What follows belongs to an exercise in optimizing a design on an open flow for small area and a short achievable clock period; a production flow would make more cautious choices.
RTL that was checked went through simulation tests only; none was proved equivalent to the original.

==> flow/design.v (excerpt) <==
module fpu_top (
	input  logic             clk,
	input  logic             i_rst_n,
	input  logic [1:0]       i_op,
	input  logic [31:0]      i_a,
	input  logic [31:0]      i_b,
	output logic [31:0]      o_result
);
	fpu_pkg::float_t a_w;
	fpu_pkg::float_t b_w;
	logic   is_sub;
	logic   is_mul;
	logic   is_rsv;
	fpu_pkg::float_t eff_b;
	logic   sel_a;
	logic   sel_b;
	logic   sel_zero;
	logic   sel_inf;
	logic   sel_arith;
	fpu_pkg::float_t near_sum;
	fpu_pkg::float_t far_sum;
	logic   near;
	fpu_pkg::float_t product;
	logic   sel_near;
	logic   sel_far;
	logic   sel_prod;
	logic   sign_x;
	logic [31:0] early;
	logic [31:0] next_result;
	assign a_w.word = i_a;
	assign b_w.word = i_b;
	assign is_sub = (i_op == fpu_pkg::op_sub);
	assign is_mul = (i_op == fpu_pkg::op_mul);
	assign is_rsv = (i_op == fpu_pkg::op_rsv);
	always_comb begin
		eff_b        = b_w;
		eff_b.f.sign = b_w.f.sign ^ is_sub;
	end
	fpu_special_case u_special (
		.i_a        (a_w),
		.i_b        (eff_b),
		.i_is_mul   (is_mul),
		.i_is_rsv   (is_rsv),
		.o_sel_a    (sel_a),
		.o_sel_b    (sel_b),
		.o_sel_zero (sel_zero),
		.o_sel_inf  (sel_inf),
		.o_sel_arith(sel_arith)
	);
	fpu_adder u_adder (
		.i_a        (a_w),
		.i_b        (eff_b),
		.o_near     (near),
		.o_near_sum (near_sum),
		.o_far_sum  (far_sum)
	);
	fpu_multiplier u_mult (
		.i_a       (a_w),
		.i_b       (b_w),
		.o_product (product)
	);
	assign sign_x   = i_a[31] ^ i_b[31];
	assign sel_prod = sel_arith & is_mul;
	assign sel_near = sel_arith & ~is_mul & near;
	assign sel_far  = sel_arith & ~is_mul & ~near;
	assign early[31]    = (i_a[31] & sel_a) | (eff_b.f.sign & sel_b) | (sign_x & (sel_zero | sel_inf));
	assign early[30:23] = (i_a[30:23] & {8{sel_a}}) | (i_b[30:23] & {8{sel_b}}) | {8{sel_inf | is_rsv}};
	assign early[22]    = (i_a[22] & sel_a) | (i_b[22] & sel_b) | is_rsv;
  ...
For scale: about 100 I/O pins, ~33,000 µm² of cells after synthesis.
export LEC_CHECK = 0
export ABC_AREA = 1
export CAP_MARGIN = 20
export CORE_MARGIN = 2
export CORE_UTILIZATION = 40
export SLEW_MARGIN = 20
create_clock -name core_clock -period 17.0 [get_ports {clk}]
standard.sh (not shown) runs the stock make flow with config.mk's settings and CLKGATE_MAP_FILE= SYNTH_SCRIPT=/design/flow/synth_recipe.tcl, a recipe that flattens the netlist after the stock synthesis.
==> flow/flow/run.sh <==
#!/bin/bash
set -euo pipefail
bash standard.sh SETUP_SLACK_MARGIN=8 finish > flow_make.log 2>&1
The first run produced a clean layout.
==> next run, changes <==
==> flow/run.sh (new file) <==
#!/bin/bash
# synth_recipe.tcl (not shown) runs the flow's synth.tcl, then flattens the netlist and writes it again
# the make line also repeats each setting of config.mk as NAME=value (left out here)
make -C /OpenROAD-flow-scripts/flow DESIGN_CONFIG=/design/flow/config.mk WORK_HOME=/design/flow/orfs CLKGATE_MAP_FILE= SYNTH_SCRIPT=/design/flow/synth_recipe.tcl finish
SETUP_SLACK_MARGIN = 5   (was default)
removed: flow/flow/run.sh
removed: flow/standard.sh
The changed run produced a clean layout. Worst hold slack is better by 0.050 ns. Cell area drops by 18%. Routed wire length shrinks by 11%. Worst setup slack loses 1.1 ns. Synthesized area stays the same.
Function was not checked in any run of this note: the RTL went through the layout flow alone.


fpu_top, a different RTL version from the one above (not shown whole).
For scale: roughly 4900 cells after synthesis, roughly 32 flip-flops, about 100 I/O pins, roughly 0.031 sq mm of cells after synthesis.
clock: 17.0 ns
lec_check: 0
abc_area: 1
cap_margin: 20
core_margin: 2
core_utilization: 40
setup_slack_margin: 4
slew_margin: 20
run.sh (not shown) runs the stock make flow with config.mk's settings and CLKGATE_MAP_FILE= SYNTH_SCRIPT=/design/flow/synth_recipe.tcl, a recipe that flattens the netlist after the stock synthesis.
Stock flow here: none of the scripts above is used.
The first run produced a clean layout.
Next try:
--- a/flow/config.mk
+++ b/flow/config.mk
@@ -11,3 +11,3 @@
 export CORE_UTILIZATION = 40
-export SETUP_SLACK_MARGIN = 4
+export SETUP_SLACK_MARGIN = 5
 export SLEW_MARGIN = 20
Synthesized cell count stays the same.
Cell area grows by about 2.6%.
Cell count grows by 0.90%.
Synthesized area is unchanged.
Die area is unchanged.
Hold slack stays flat.
Sequential share of layout area barely changes.
No run of this note included a check of the RTL's function; only the layout flow was run.


Another version of the RTL of fpu_top (not shown whole).
Size: roughly 5500 cells after synthesis, ~32 flip-flops.
make LEC_CHECK=0 ABC_AREA=1 CAP_MARGIN=20 CORE_MARGIN=2 CORE_UTILIZATION=40 SLEW_MARGIN=20 finish   # period 17.0 ns
The first run completed without violations.
Then changed:
- ABC_AREA: 1 -> default
- SETUP_SLACK_MARGIN: default -> 5
Outcome: Final area came out higher by about 34%. Fmax came out higher by 20%. Core utilization came out higher by 5.2 points. Non-clock buffer count came out higher by 340. Via count came out higher by about 30%. Cell count came out higher by about 10%. Wire length came out higher by 41%. Synthesized cell count came out higher by about 8%.
Function was not checked in any run of this note: the RTL went through the layout flow alone.


Setup of run 4:
Another version of the RTL of fpu_top (not shown whole).
Settings: LEC_CHECK=0, ABC_AREA=1, CAP_MARGIN=20, CORE_MARGIN=2, CORE_UTILIZATION=40, SLEW_MARGIN=20; clock period 17.0 ns.
standard.sh (not shown) runs the stock make flow with config.mk's settings and CLKGATE_MAP_FILE= SYNTH_SCRIPT=/design/flow/synth_recipe.tcl, a recipe that flattens the netlist after the stock synthesis.
==> flow/flow/run.sh <==
#!/bin/bash
set -euo pipefail
ARGS=("SETUP_SLACK_MARGIN=6" "BUFFER_PORTS_ARGS=-buffer_cell sky130_fd_sc_hd__buf_2")
bash standard.sh "${ARGS[@]}" synth > flow_synth.log 2>&1
R=orfs/results/${FLOW_PLATFORM:-sky130hd}/fpu_top/base
cp "$R/1_2_yosys.v" "$R/1_2_yosys_std.v"
python3 flow/fixfa2.py "$R/1_2_yosys_std.v" "$R/1_2_yosys.v" > flow_fixfa.log 2>&1
touch "$R/1_2_yosys.v"
bash standard.sh "${ARGS[@]}" finish > flow_make.log 2>&1
Other scripts of this flow, unchanged in this note and not shown: flow/flow/fixfa2.py
Run 4: all stages complete, timing, DRC and antenna checks passed
What run 5 does differently from run 4 at the input level:
==> flow/flow/run.sh <==
#!/bin/bash
set -euo pipefail
ARGS=("SETUP_SLACK_MARGIN=5.25" "BUFFER_PORTS_ARGS=-buffer_cell sky130_fd_sc_hd__buf_2")
bash standard.sh "${ARGS[@]}" synth > flow_synth.log 2>&1
R=orfs/results/${FLOW_PLATFORM:-sky130hd}/fpu_top/base
cp "$R/1_2_yosys.v" "$R/1_2_yosys_std.v"
python3 flow/fixfa2.py "$R/1_2_yosys_std.v" "$R/1_2_yosys.v" > flow_fixfa.log 2>&1
touch "$R/1_2_yosys.v"
bash standard.sh "${ARGS[@]}" finish > flow_make.log 2>&1
Results
Going from run 4 to run 5, least setup slack across all paths after layout went down, wire length on met2 shows a reduction of about 3.3%, synthesized cell count neither gained nor lost much.
Compared with run 4, run 5 shows detail-routed net length per standard cell that has gone down slightly.


Another version of the RTL of fpu_top (not shown whole).
Size: about 4800 cells after synthesis.
## fpu_top
module fpu_top (
	input  logic             clk,
	input  logic             i_rst_n,
	input  logic [1:0]       i_op,
	input  logic [31:0]      i_a,
	input  logic [31:0]      i_b,
	output logic [31:0]      o_result
);
	fpu_pkg::float_t a_w;
	fpu_pkg::float_t b_w;
	logic   is_sub;
	logic   is_mul;
	logic   is_rsv;
	fpu_pkg::float_t eff_b;
	logic   sel_a;
	logic   sel_b;
	logic   sel_zero;
	logic   sel_inf;
	logic   sel_arith;
	fpu_pkg::float_t near_sum;
	fpu_pkg::float_t far_sum;
	logic   near;
	fpu_pkg::float_t product;
	logic   sel_near;
	logic   sel_far;
	logic   sel_prod;
	logic   sign_x;
	logic [31:0] early;
	logic [31:0] next_result;
	logic [25:0] near_raw;
	logic [4:0]  near_lz;
	logic [47:0] prod_raw;
	logic [5:0]  prod_shift;
	logic [47:0] sh_in;
	logic [5:0]  sh_amt;
	logic [47:0] sh_out;
	assign a_w.word = i_a;
	assign b_w.word = i_b;
	assign is_sub = (i_op == fpu_pkg::op_sub);
	assign is_mul = (i_op == fpu_pkg::op_mul);
	assign is_rsv = (i_op == fpu_pkg::op_rsv);
	always_comb begin
		eff_b        = b_w;
		eff_b.f.sign = b_w.f.sign ^ is_sub;
	end
	fpu_special_case u_special (
		.i_a        (a_w),
		.i_b        (eff_b),
		.i_is_mul   (is_mul),
		.i_is_rsv   (is_rsv),
		.o_sel_a    (sel_a),
		.o_sel_b    (sel_b),
		.o_sel_zero (sel_zero),
		.o_sel_inf  (sel_inf),
		.o_sel_arith(sel_arith)
	);
	fpu_adder u_adder (
		.i_a        (a_w),
		.i_b        (eff_b),
		.o_near_raw (near_raw),
		.o_near_lz  (near_lz),
		.i_near_norm(sh_out[46:24]),
		.o_near     (near),
		.o_near_sum (near_sum),
		.o_far_sum  (far_sum)
	);
	fpu_multiplier u_mult (
		.i_a       (a_w),
		.i_b       (b_w),
		.o_raw     (prod_raw),
		.o_shift   (prod_shift),
		.i_norm    (sh_out[47:23]),
		.o_product (product)
	);
	assign sh_in  = is_mul ? prod_raw : {near_raw, 22'b0};
	assign sh_amt = is_mul ? prod_shift : {1'b0, near_lz};
	assign sh_out = sh_in << sh_amt;
	assign sign_x   = i_a[31] ^ i_b[31];
	assign sel_prod = sel_arith & is_mul;
  ...
clock: 17.0 ns
lec_check: 0
abc_area: 1
cap_margin: 20
core_margin: 2
core_utilization: 40
setup_slack_margin: 5
slew_margin: 20
==> flow/flow/run.sh <==
#!/bin/bash
# The standard layout (the standard.sh with its unchanged synthesis) with two changes:
#  - the port buffers that placement puts on every input and output are
#    sky130_fd_sc_hd__buf_2 instead of the delay cell buffer_ports picks by itself;
#  - between synthesis and floorplan, flow/fixfa2.py removes inverters around the full
#    adders by choosing each adder's polarity (a full adder is self-dual); the netlist's
#    function is unchanged.
# Each tool's output goes to a log of its own here; ORFS keeps its step logs in orfs/logs.
set -euo pipefail
ARGS=("BUFFER_PORTS_ARGS=-buffer_cell sky130_fd_sc_hd__buf_2")
bash standard.sh "${ARGS[@]}" synth > flow_synth.log 2>&1
R=orfs/results/${FLOW_PLATFORM:-sky130hd}/fpu_top/base
cp "$R/1_2_yosys.v" "$R/1_2_yosys_std.v"
python3 flow/fixfa2.py "$R/1_2_yosys_std.v" "$R/1_2_yosys.v" > flow_fixfa.log 2>&1
touch "$R/1_2_yosys.v"
bash standard.sh "${ARGS[@]}" finish > flow_make.log 2>&1
Other scripts of this flow, unchanged in this note and not shown: flow/flow/fixfa2.py
The starting point passed the timing, DRC and antenna checks.
Change:
--- a/flow/flow/run.sh
+++ b/flow/flow/run.sh
@@ -3,3 +3,3 @@
 #  - the port buffers that placement puts on every input and output are
-#    sky130_fd_sc_hd__buf_2 instead of the delay cell buffer_ports picks by itself;
+#    sky130_fd_sc_hd__buf_4 instead of the delay cell buffer_ports picks by itself;
 #  - between synthesis and floorplan, flow/fixfa2.py removes inverters around the full
@@ -9,3 +9,3 @@
 set -euo pipefail
-ARGS=("BUFFER_PORTS_ARGS=-buffer_cell sky130_fd_sc_hd__buf_2")
+ARGS=("SETUP_SLACK_MARGIN=5.5" "BUFFER_PORTS_ARGS=-buffer_cell sky130_fd_sc_hd__buf_4")
 bash standard.sh "${ARGS[@]}" synth > flow_synth.log 2>&1
--- a/flow/config.mk
+++ b/flow/config.mk
@@ -11,3 +11,2 @@
 export CORE_UTILIZATION = 40
-export SETUP_SLACK_MARGIN = 5
 export SLEW_MARGIN = 20
Outcome:
- cell area grows by 2.5%
- setup slack gets better by 0.31 ns
- wire length increases by 1.1%
- die area does not change
- clock-buffer cell count stays the same
Change:
--- a/flow/flow/run.sh
+++ b/flow/flow/run.sh
@@ -9,3 +9,3 @@
 set -euo pipefail
-ARGS=("SETUP_SLACK_MARGIN=5.5" "BUFFER_PORTS_ARGS=-buffer_cell sky130_fd_sc_hd__buf_4")
+ARGS=("BUFFER_PORTS_ARGS=-buffer_cell sky130_fd_sc_hd__buf_4")
 bash standard.sh "${ARGS[@]}" synth > flow_synth.log 2>&1
--- a/flow/config.mk
+++ b/flow/config.mk
@@ -10,3 +10,5 @@
 export CORE_MARGIN = 2
-export CORE_UTILIZATION = 40
+export CORE_UTILIZATION = 55
+export PLACE_DENSITY = 0.72
+export SETUP_SLACK_MARGIN = 5
 export SLEW_MARGIN = 20
Final cell count drops by a few percent.
Change:
--- a/flow/config.mk
+++ b/flow/config.mk
@@ -10,4 +10,3 @@
 export CORE_MARGIN = 2
-export CORE_UTILIZATION = 55
-export PLACE_DENSITY = 0.72
+export CORE_UTILIZATION = 40
 export SETUP_SLACK_MARGIN = 5
Result:
- die area grows by well over a third
- cell area rose slightly
- setup slack gains 0.11 ns
- sequential share of layout area hardly moves
- core utilization fell by 16 points
- critical path depth is higher by 5

re-timing with driven ports:
The flow's constraints put no driver on any port. The routed layouts listed below were extracted and timed again, unchanged, in two steps.
Step 1: set_driving_cell puts a clkbuf_16 on clk and a buf_2 on each other input, an assumption about the parent block.
Step 2 moves the port delays by t, midway between the first and last clock arrival at a register: inputs arrive t later, outputs are due t later. That takes back most of the time a late clock gives input paths.
a / b / c = ideal ports / drivers / drivers and shift; a / b = the first two.
run	t (ns)	slack for setup (ns)	worst setup path after step 2	worst register clock-pin slew, ns	worst data-port slew with drivers (ns)
the first run of note 1	0.334	6.442 / 6.418 / 6.084	input to register	0.06 / 0.06	0.11
the second run of note 1	0.333	5.326 / 5.341 / 5.008	input to register	0.06 / 0.06	0.05
the first run of note 2	0.342	4.390 / 4.410 / 4.068	input to register	0.07 / 0.07	0.04
the second run of note 2	0.340	5.285 / 5.306 / 4.966	input to register	0.07 / 0.07	0.04
the first run of note 3	0.298	2.514 / 2.481 / 2.183	input to register	0.06 / 0.06	0.13
the second run of note 3	0.302	4.974 / 4.966 / 4.664	input to register	0.05 / 0.05	0.21
run 4	0.307	6.215 / 6.218 / 5.911	input to register	0.06 / 0.06	0.11
run 5	0.311	5.598 / 5.612 / 5.300	input to register	0.06 / 0.06	0.11
the first run of note 5	0.317	5.519 / 5.533 / 5.217	input to register	0.06 / 0.06	0.09
the second run of note 5	0.314	5.831 / 5.825 / 5.512	input to register	0.06 / 0.06	0.10
the third run of note 5	0.314	5.360 / 5.365 / 5.051	input to register	0.06 / 0.06	0.07
the fourth run of note 5	0.312	5.466 / 5.475 / 5.163	input to register	0.06 / 0.06	0.10
After both steps every run listed still meets setup and hold. For the first run of note 1, which loses most, drivers alone change the setup slack by -0.024 ns; drivers and shift together by -0.358 ns.
